From an optimization exercise on the open Yosys and OpenROAD flow, aimed at small area; shortcuts taken in it are not production practice. In this exercise RTL edits were held to simulation tests only and were not proved equivalent to the original. Power and IR drop assume default switching activity.

File: flow/constraint.sdc
create_clock -name core_clock -period 5.5 [get_ports {clk}]
set_input_delay 1.1000 -clock core_clock [delete_from_list [all_inputs] [get_ports {clk}]]
set_output_delay 1.1000 -clock core_clock [all_outputs]
set_load 0.01 [all_outputs]
File: flow/design.v
module pipeline_core #(
  parameter int DATA_W     = 32,
  parameter int IMEM_DEPTH = 16,
  parameter int DMEM_DEPTH = 16
) (
  input  logic                              clk,
  input  logic                              reset,
  input  logic                              imem_we,
  input  logic [$clog2(IMEM_DEPTH)-1:0]     imem_addr,
  input  logic [31:0]                       imem_wdata,
  output logic [DATA_W-1:0]                 result,
  output logic                              wb_valid,
  output logic [4:0]                        wb_reg,
  output logic [$clog2(IMEM_DEPTH)-1:0]     pc,
  output logic                              stall,
  output logic                              halted
);
  localparam int IMEM_AW = $clog2(IMEM_DEPTH);
  localparam int DMEM_AW = $clog2(DMEM_DEPTH);
  localparam logic [5:0] OP_RTYPE = 6'b000000;
  localparam logic [5:0] OP_ADDI  = 6'b001000;
  localparam logic [5:0] OP_LW    = 6'b100011;
  localparam logic [5:0] OP_SW    = 6'b101011;
  localparam logic [5:0] OP_HALT  = 6'b111111;
  localparam logic [5:0] FN_ADD   = 6'b100000;
  localparam logic [5:0] FN_SUB   = 6'b100010;
  localparam logic [5:0] FN_AND   = 6'b100100;
  localparam logic [5:0] FN_OR    = 6'b100101;
  typedef enum logic [1:0] {ALU_ADD, ALU_SUB, ALU_AND, ALU_OR} aluOp_t;
  typedef struct packed {
    logic              regWrite;
    logic              memRead;
    logic              memWrite;
    logic              halt;
    logic              useImm;
    aluOp_t            aluOp;
    logic [4:0]        rs;
    logic [4:0]        rt;
    logic [4:0]        dest;
    logic [DATA_W-1:0] rsVal;
    logic [DATA_W-1:0] rtVal;
    logic [DATA_W-1:0] imm;
  } idEx_t;
  typedef struct packed {
    logic              regWrite;
    logic              memRead;
    logic              memWrite;
    logic              halt;
    logic [4:0]        dest;
    logic [DATA_W-1:0] alu;
    logic [DATA_W-1:0] storeData;
  } exMem_t;
  typedef struct packed {
    logic              regWrite;
    logic              halt;
    logic [4:0]        dest;
    logic [DATA_W-1:0] data;
  } memWb_t;
  logic [31:0]        imem [IMEM_DEPTH];
  logic [DATA_W-1:0]  dmem [DMEM_DEPTH];
  logic [DATA_W-1:0]  regFile_q [32];
  logic [IMEM_AW-1:0] pc_q, pc_d;
  logic [31:0]        ifIdInstr_q, ifIdInstr_d;
  logic               haltSeen_q, haltSeen_d;
  idEx_t              idEx_q, idEx_d;
  exMem_t             exMem_q, exMem_d;
  memWb_t             memWb_q, memWb_d;
  logic [DATA_W-1:0]  result_q;
  logic               wbValid_q;
  logic [4:0]         wbReg_q;
  logic               halted_q;
  logic [5:0]         idOp, idFunct;
  logic [4:0]         idRs, idRt, idRd;
  logic               loadUse;
  logic [DATA_W-1:0]  fwdA, fwdB, aluB, aluOut;
  logic [DMEM_AW-1:0] memAddr;
  assign idOp    = ifIdInstr_q[31:26];
  assign idRs    = ifIdInstr_q[25:21];
  assign idRt    = ifIdInstr_q[20:16];
  assign idRd    = ifIdInstr_q[15:11];
  assign idFunct = ifIdInstr_q[5:0];
  assign loadUse = idEx_q.memRead && (idEx_q.dest != 5'd0) &&
                   ((idRs == idEx_q.dest) ||
                    (((idOp == OP_RTYPE) || (idOp == OP_SW)) && (idRt == idEx_q.dest)));
  always_comb begin
    pc_d        = pc_q + 1'b1;
    ifIdInstr_d = imem[pc_q];
    haltSeen_d  = haltSeen_q;
    if (loadUse) begin
      pc_d        = pc_q;
      ifIdInstr_d = ifIdInstr_q;
    end else if (haltSeen_q || (idOp == OP_HALT)) begin
      pc_d        = pc_q;
      ifIdInstr_d = '0;
      haltSeen_d  = 1'b1;
    end
  end
  always_comb begin
    idEx_d       = '0;
    idEx_d.rs    = idRs;
    idEx_d.rt    = idRt;
    idEx_d.rsVal = (memWb_q.regWrite && (memWb_q.dest == idRs)) ? memWb_q.data : regFile_q[idRs];
    idEx_d.rtVal = (memWb_q.regWrite && (memWb_q.dest == idRt)) ? memWb_q.data : regFile_q[idRt];
    idEx_d.imm   = DATA_W'($signed(ifIdInstr_q[15:0]));
    case (idOp)
      OP_RTYPE: begin
        idEx_d.dest = idRd;
        case (idFunct)
          FN_ADD: begin idEx_d.aluOp = ALU_ADD; idEx_d.regWrite = (idRd != 5'd0); end
          FN_SUB: begin idEx_d.aluOp = ALU_SUB; idEx_d.regWrite = (idRd != 5'd0); end
          FN_AND: begin idEx_d.aluOp = ALU_AND; idEx_d.regWrite = (idRd != 5'd0); end
          FN_OR:  begin idEx_d.aluOp = ALU_OR;  idEx_d.regWrite = (idRd != 5'd0); end
          default: idEx_d.regWrite = 1'b0;
        endcase
      end
      OP_ADDI: begin
        idEx_d.dest     = idRt;
        idEx_d.useImm   = 1'b1;
        idEx_d.regWrite = (idRt != 5'd0);
      end
      OP_LW: begin
        idEx_d.dest     = idRt;
        idEx_d.useImm   = 1'b1;
        idEx_d.memRead  = 1'b1;
        idEx_d.regWrite = (idRt != 5'd0);
      end
      OP_SW: begin
        idEx_d.useImm   = 1'b1;
        idEx_d.memWrite = 1'b1;
      end
      OP_HALT: idEx_d.halt = 1'b1;
      default: idEx_d.regWrite = 1'b0;
    endcase
    if (loadUse) idEx_d = '0;
  end
  always_comb begin
    if (exMem_q.regWrite && (exMem_q.dest == idEx_q.rs))      fwdA = exMem_q.alu;
    else if (memWb_q.regWrite && (memWb_q.dest == idEx_q.rs)) fwdA = memWb_q.data;
    else                                                      fwdA = idEx_q.rsVal;
    if (exMem_q.regWrite && (exMem_q.dest == idEx_q.rt))      fwdB = exMem_q.alu;
    else if (memWb_q.regWrite && (memWb_q.dest == idEx_q.rt)) fwdB = memWb_q.data;
    else                                                      fwdB = idEx_q.rtVal;
    aluB = idEx_q.useImm ? idEx_q.imm : fwdB;
    case (idEx_q.aluOp)
      ALU_SUB: aluOut = fwdA - aluB;
      ALU_AND: aluOut = fwdA & aluB;
      ALU_OR:  aluOut = fwdA | aluB;
      default: aluOut = fwdA + aluB;
    endcase
    exMem_d           = '0;
    exMem_d.regWrite  = idEx_q.regWrite;
    exMem_d.memRead   = idEx_q.memRead;
    exMem_d.memWrite  = idEx_q.memWrite;
    exMem_d.halt      = idEx_q.halt;
    exMem_d.dest      = idEx_q.dest;
    exMem_d.alu       = aluOut;
    exMem_d.storeData = fwdB;
  end
  assign memAddr = exMem_q.alu[DMEM_AW-1:0];
  always_comb begin
    memWb_d          = '0;
    memWb_d.regWrite = exMem_q.regWrite;
    memWb_d.halt     = exMem_q.halt;
    memWb_d.dest     = exMem_q.dest;
    memWb_d.data     = exMem_q.memRead ? dmem[memAddr] : exMem_q.alu;
  end
  always_ff @(posedge clk) begin
    if (imem_we) imem[imem_addr] <= imem_wdata;
    if (exMem_q.memWrite) dmem[memAddr] <= exMem_q.storeData;
  end
  always_ff @(posedge clk or negedge reset) begin
    if (!reset) begin
      pc_q        <= '0;
      ifIdInstr_q <= '0;
      haltSeen_q  <= 1'b0;
      idEx_q      <= '0;
      exMem_q     <= '0;
      memWb_q     <= '0;
      for (int i = 0; i < 32; i++) regFile_q[i] <= '0;
      result_q    <= '0;
      wbValid_q   <= 1'b0;
      wbReg_q     <= '0;
      halted_q    <= 1'b0;
    end else begin
      pc_q        <= pc_d;
      ifIdInstr_q <= ifIdInstr_d;
      haltSeen_q  <= haltSeen_d;
      idEx_q      <= idEx_d;
      exMem_q     <= exMem_d;
      memWb_q     <= memWb_d;
      wbValid_q   <= memWb_q.regWrite;
      if (memWb_q.regWrite) begin
        regFile_q[memWb_q.dest] <= memWb_q.data;
        result_q                <= memWb_q.data;
        wbReg_q                 <= memWb_q.dest;
      end
      if (memWb_q.halt) halted_q <= 1'b1;
    end
  end
  assign result   = result_q;
  assign wb_valid = wbValid_q;
  assign wb_reg   = wbReg_q;
  assign pc       = pc_q;
  assign stall    = loadUse;
  assign halted   = halted_q;
endmodule
File: flow/run.sh
#!/bin/bash
# synth_recipe.tcl (not shown) runs the flow's synth.tcl, then flattens the netlist and writes it again
# the make line also repeats each setting of config.mk as NAME=value (left out here)
make -C /OpenROAD-flow-scripts/flow DESIGN_CONFIG=/design/flow/config.mk WORK_HOME=/design/flow/orfs CLKGATE_MAP_FILE= SYNTH_SCRIPT=/design/flow/synth_recipe.tcl finish
File: flow/config.mk
export PLATFORM = sky130hd
export DESIGN_NAME = pipeline_core
export DESIGN_NICKNAME = pipeline_core
export VERILOG_FILES = /design/flow/design.v
export SDC_FILE = /design/flow/constraint.sdc
export NUM_CORES = 4
export LEC_CHECK = 0
export CAP_MARGIN = 20
export CORE_MARGIN = 2
export CORE_UTILIZATION = 40
export SLEW_MARGIN = 20
==> notes.md <==
[flip-flops by register name (all words and copies together) (netlist names), 32 cells and up]
name	flops
idEx_q	102
exMem_q	73
regFile_q	1024
imem	512
result_q	32
dmem	512
ifIdInstr_q	32
memWb_q	39
[logic make-up after synthesis]
logic type | after synthesis
AND/OR/NAND/NOR | 889
adder cells (fa/ha/maj) | 64
buffers and inverters | 641
flip-flops | 2338
AO/OA/AOI/OAI | 1488
XOR/XNOR | 97
multiplexers | 1440
[layout make-up]
class,count,share of cell area (%)
diodes,23,0.0484
clock buffers,318,5.52
clock inverters,131,1.16
inverters,25,0.0789
multi-input cells,3978,32.1
flip-flops and latches,2338,53.5
well taps,3384,3.56
repair buffers,525,3.99
[critical path: stages (launching register included)]
cell and delay, ns:
dfrtp_1 0.45, xnor2_2 0.18, nand4_4 0.15, or2_4 0.25
buf_12 0.16, buf_4 0.32, a31oi_1 0.16, mux2_2 0.36
or4_1 0.53, or3_1 0.40, buf_4 0.17, o31ai_2 0.20
xor2_1 0.10, ha_1 0.38, a21oi_1 0.10, and4b_1 0.24
a211oi_4 0.28, nor3_2 0.09, or4_1 0.39, a21oi_1 0.15
a211o_1 0.13
[final timing paths]
path / to / slack, ns / cells past startpoint
min in group core_clock: exMem_q[72] / 0.35 / 0
worst min register to register: exMem_q[72] / 0.35 / 0
worst max-delay path: exMem_q[63] / 0.23 / 20
worst min-delay path: result_q[20] / 0.16 / 1
worst max register to register: exMem_q[63] / 0.23 / 20
max in group asynchronous: regFile_q[22][0] / 3.86 / 2
[metrics by stage]
| stage | total power, mW | area, µm² | std cells |
|---|---|---|---|
| 2_1_floorplan | 31.0 | 103000 | 6957 |
| 3_5_place_dp | 38.7 | 111000 | 10240 |
| 3_3_place_gp | 38.7 | 111000 | 10237 |
| 5_1_grt | 57.6 | 119000 | 10701 |
| 6_report | 55.9 | 119000 | 10722 |
| 4_1_cts | 55.3 | 119000 | 10693 |
[layer usage]
layer	part of all wire, %	wire length, µm	track usage, %
met5	0.069	276	0.438
met4	7.2	28900	17.4
met3	12	50100	11.1
met2	42	170000	43.2
met1	38	152000	38.8
[layout by cell type, fill, tap and decap left out, types with 206 or more instances in the layout]
master | Yosys | final
a22oi_1 | 320 | 320
a22o_1 | 357 | 357
edfxtp_1 | 1024 | 1024
nor2_1 | 308 | 206
buf_4 | 0 | 398
mux2_2 | 1081 | 1081
dfrtp_1 | 1314 | 1302
mux4_2 | 319 | 319
clkbuf_16 | 0 | 240
a221oi_1 | 321 | 320
[where the power goes]
| group | switching, mW | total (mW) | internal, mW |
|---|---|---|---|
| registers | 1.63 | 21.5 | 19.8 |
| clock network | 7.20 | 16.6 | 9.42 |
| logic | 11.1 | 17.8 | 6.68 |
[timing repair]
item | in CTS | in global routing
hold buffers | 0 | 0
pin swaps | 2 | 8
setup endpoints to repair | 2 | 11
buffers inserted | 4 | 4
gates resized for setup | 1 | 44
==> flow_metrics.tcl <==
set metrics [dict create \
    ys_warn_count 2 \
    synthMostInstantiatedCell "dfrtp_1" \
    max_freq_ghz 0.190 \
    yosys.area_share.simple_pct 4.21 \
    fin_crit_ns 5.27 \
    grt_usage_pct 30.0 \
    postRouteAntennaNets 0 \
    worst_ep_arrival_time_ns 6.11 \
    register_area_um2 63700 \
    synthFlopType "dfrtp_1" \
    via_count 73143 \
    synth_top_family_by_area "multiplexers" \
    worstSetupStartpointType "flip-flop" \
    io_buffers 82 \
    yosys.area.top_type "dfrtp_1" \
    crit_start "exMem_q[68]" \
    numCtsBuffers 238 \
    cts_tree "built" \
    antenna_found_initial 21 \
    place.gp.congestion 0.980 \
    synth-compound-area-share_pct 11.0 \
    cp_max_fo 32 \
    ioPinCount 83 \
    synth.distinct_cells 78 \
    viasPerCell 6.82 \
    p_leak_nw 47.2 \
    hpwlAfterDp_mm 241 \
    hp-class "primary input to asynchronous set/reset pin" \
    synth_nets 7032 \
    fillers 22245 \
    hold_viol_final 0 \
    max_slew_margin_pct 10.1 \
    pre_cts_slack_ns -0.0386 \
    root_buffer "clkbuf_16" \
    syn_inst 6957 \
    floorplan.initialDensity_pct 40.2 \
    drc 0 \
    first_global_vias 71715 \
    ir_worst_vdd_mv 0.505 \
    grt_max_degree 149 \
    die_area_um2 262000 \
    seq_area_frac_synth_pct 61.7 \
    drive_gt1_share_pct 33.2 \
    drt_first_pass_iters 14 \
    drt_iter0_drc 11876 \
    synth_edf_count 1024 \
    ys_async_sr_fraction_pct 56.2 \
    period_share_pct 95.7 \
    skew_ns 0.0645 \
    r2r-start "exMem_q[68]" \
    multi_input_area_um2 38200 \
    clk_latency_ns 0.93 \
    hold_ws_ns 0.156 \
    synthTopCellsByArea "dfrtp_1, edfxtp_1, mux2_2" \
    power_density_nw_per_um2 470 \
    synth-xor-area-share_pct 0.824 \
    utilization_pct 46.4 \
    critPathCaptureType "flip-flop" \
    status "no timing/DRC/antenna violations" \
    synth-seq-cells 2338 \
    clk_pin_slew_ns 0.06 \
    layout.nets 7181 \
    wl_mm 401 \
    syn_to_final_growth_pct 15.3 \
    syn_area_per_cell_um2 14.8 \
    synthAdderAreaFrac_pct 0.716 \
    crit_required_ns 6.35 \
    die_w_um 512 \
    overflow 0 \
    drv_cap 0 \
    fp.dieH_um 512 \
    synth.area.mux_share_pct 19.2 \
    netlist_area_um2 103000 \
    setup_viol 0 \
    ys_top_cells_by_count "dfrtp_1, mux2_2, edfxtp_1" \
    finalMaxSlewViolations 0 \
    timing.final.ws_setup_ns 0.234 \
    worstMarginPinSlew_ns 1.35 \
    rows 186 \
    tns_ns 0 \
    path_class "flip-flop to flip-flop" \
    wl_per_cell_um 37.4 \
    synth_top_cell_area_share_pct 31.9 \
    core_um2 257000 \
    cts_max_level 4 \
    rsz0062_at_grt "yes" \
    clkSinkCount 2338 \
    cts_buffer_depth 3 \
    grt_first_pass_wirelength_mm 561 \
]

separate check: timing with driven ports:
How much do the figures lean on ideal ports? The routed layout below was timed once more, with nothing changed but the port constraints.
Step 1 assumes that a clkbuf_16 drives the clock port and a buf_2 every other input.
Step 2 times the ports against the registers' clock, not the clock port: input delays grow and output delays shrink by t, the midpoint of the rising clock arrivals with the driver on.
Three values: no drivers, after step 1, after step 2; two values: the first two.
t, ns: 0.989
setup WS [ns]: 0.234 / 0.234 / 0.234
worst setup path at the end: register to register
slew at the worst register clock pin (ns): 0.08 / 0.08
After both steps setup and hold are still met in this run. For this run, drivers alone change the setup slack by 0.000 ns; drivers and shift together by 0.000 ns.
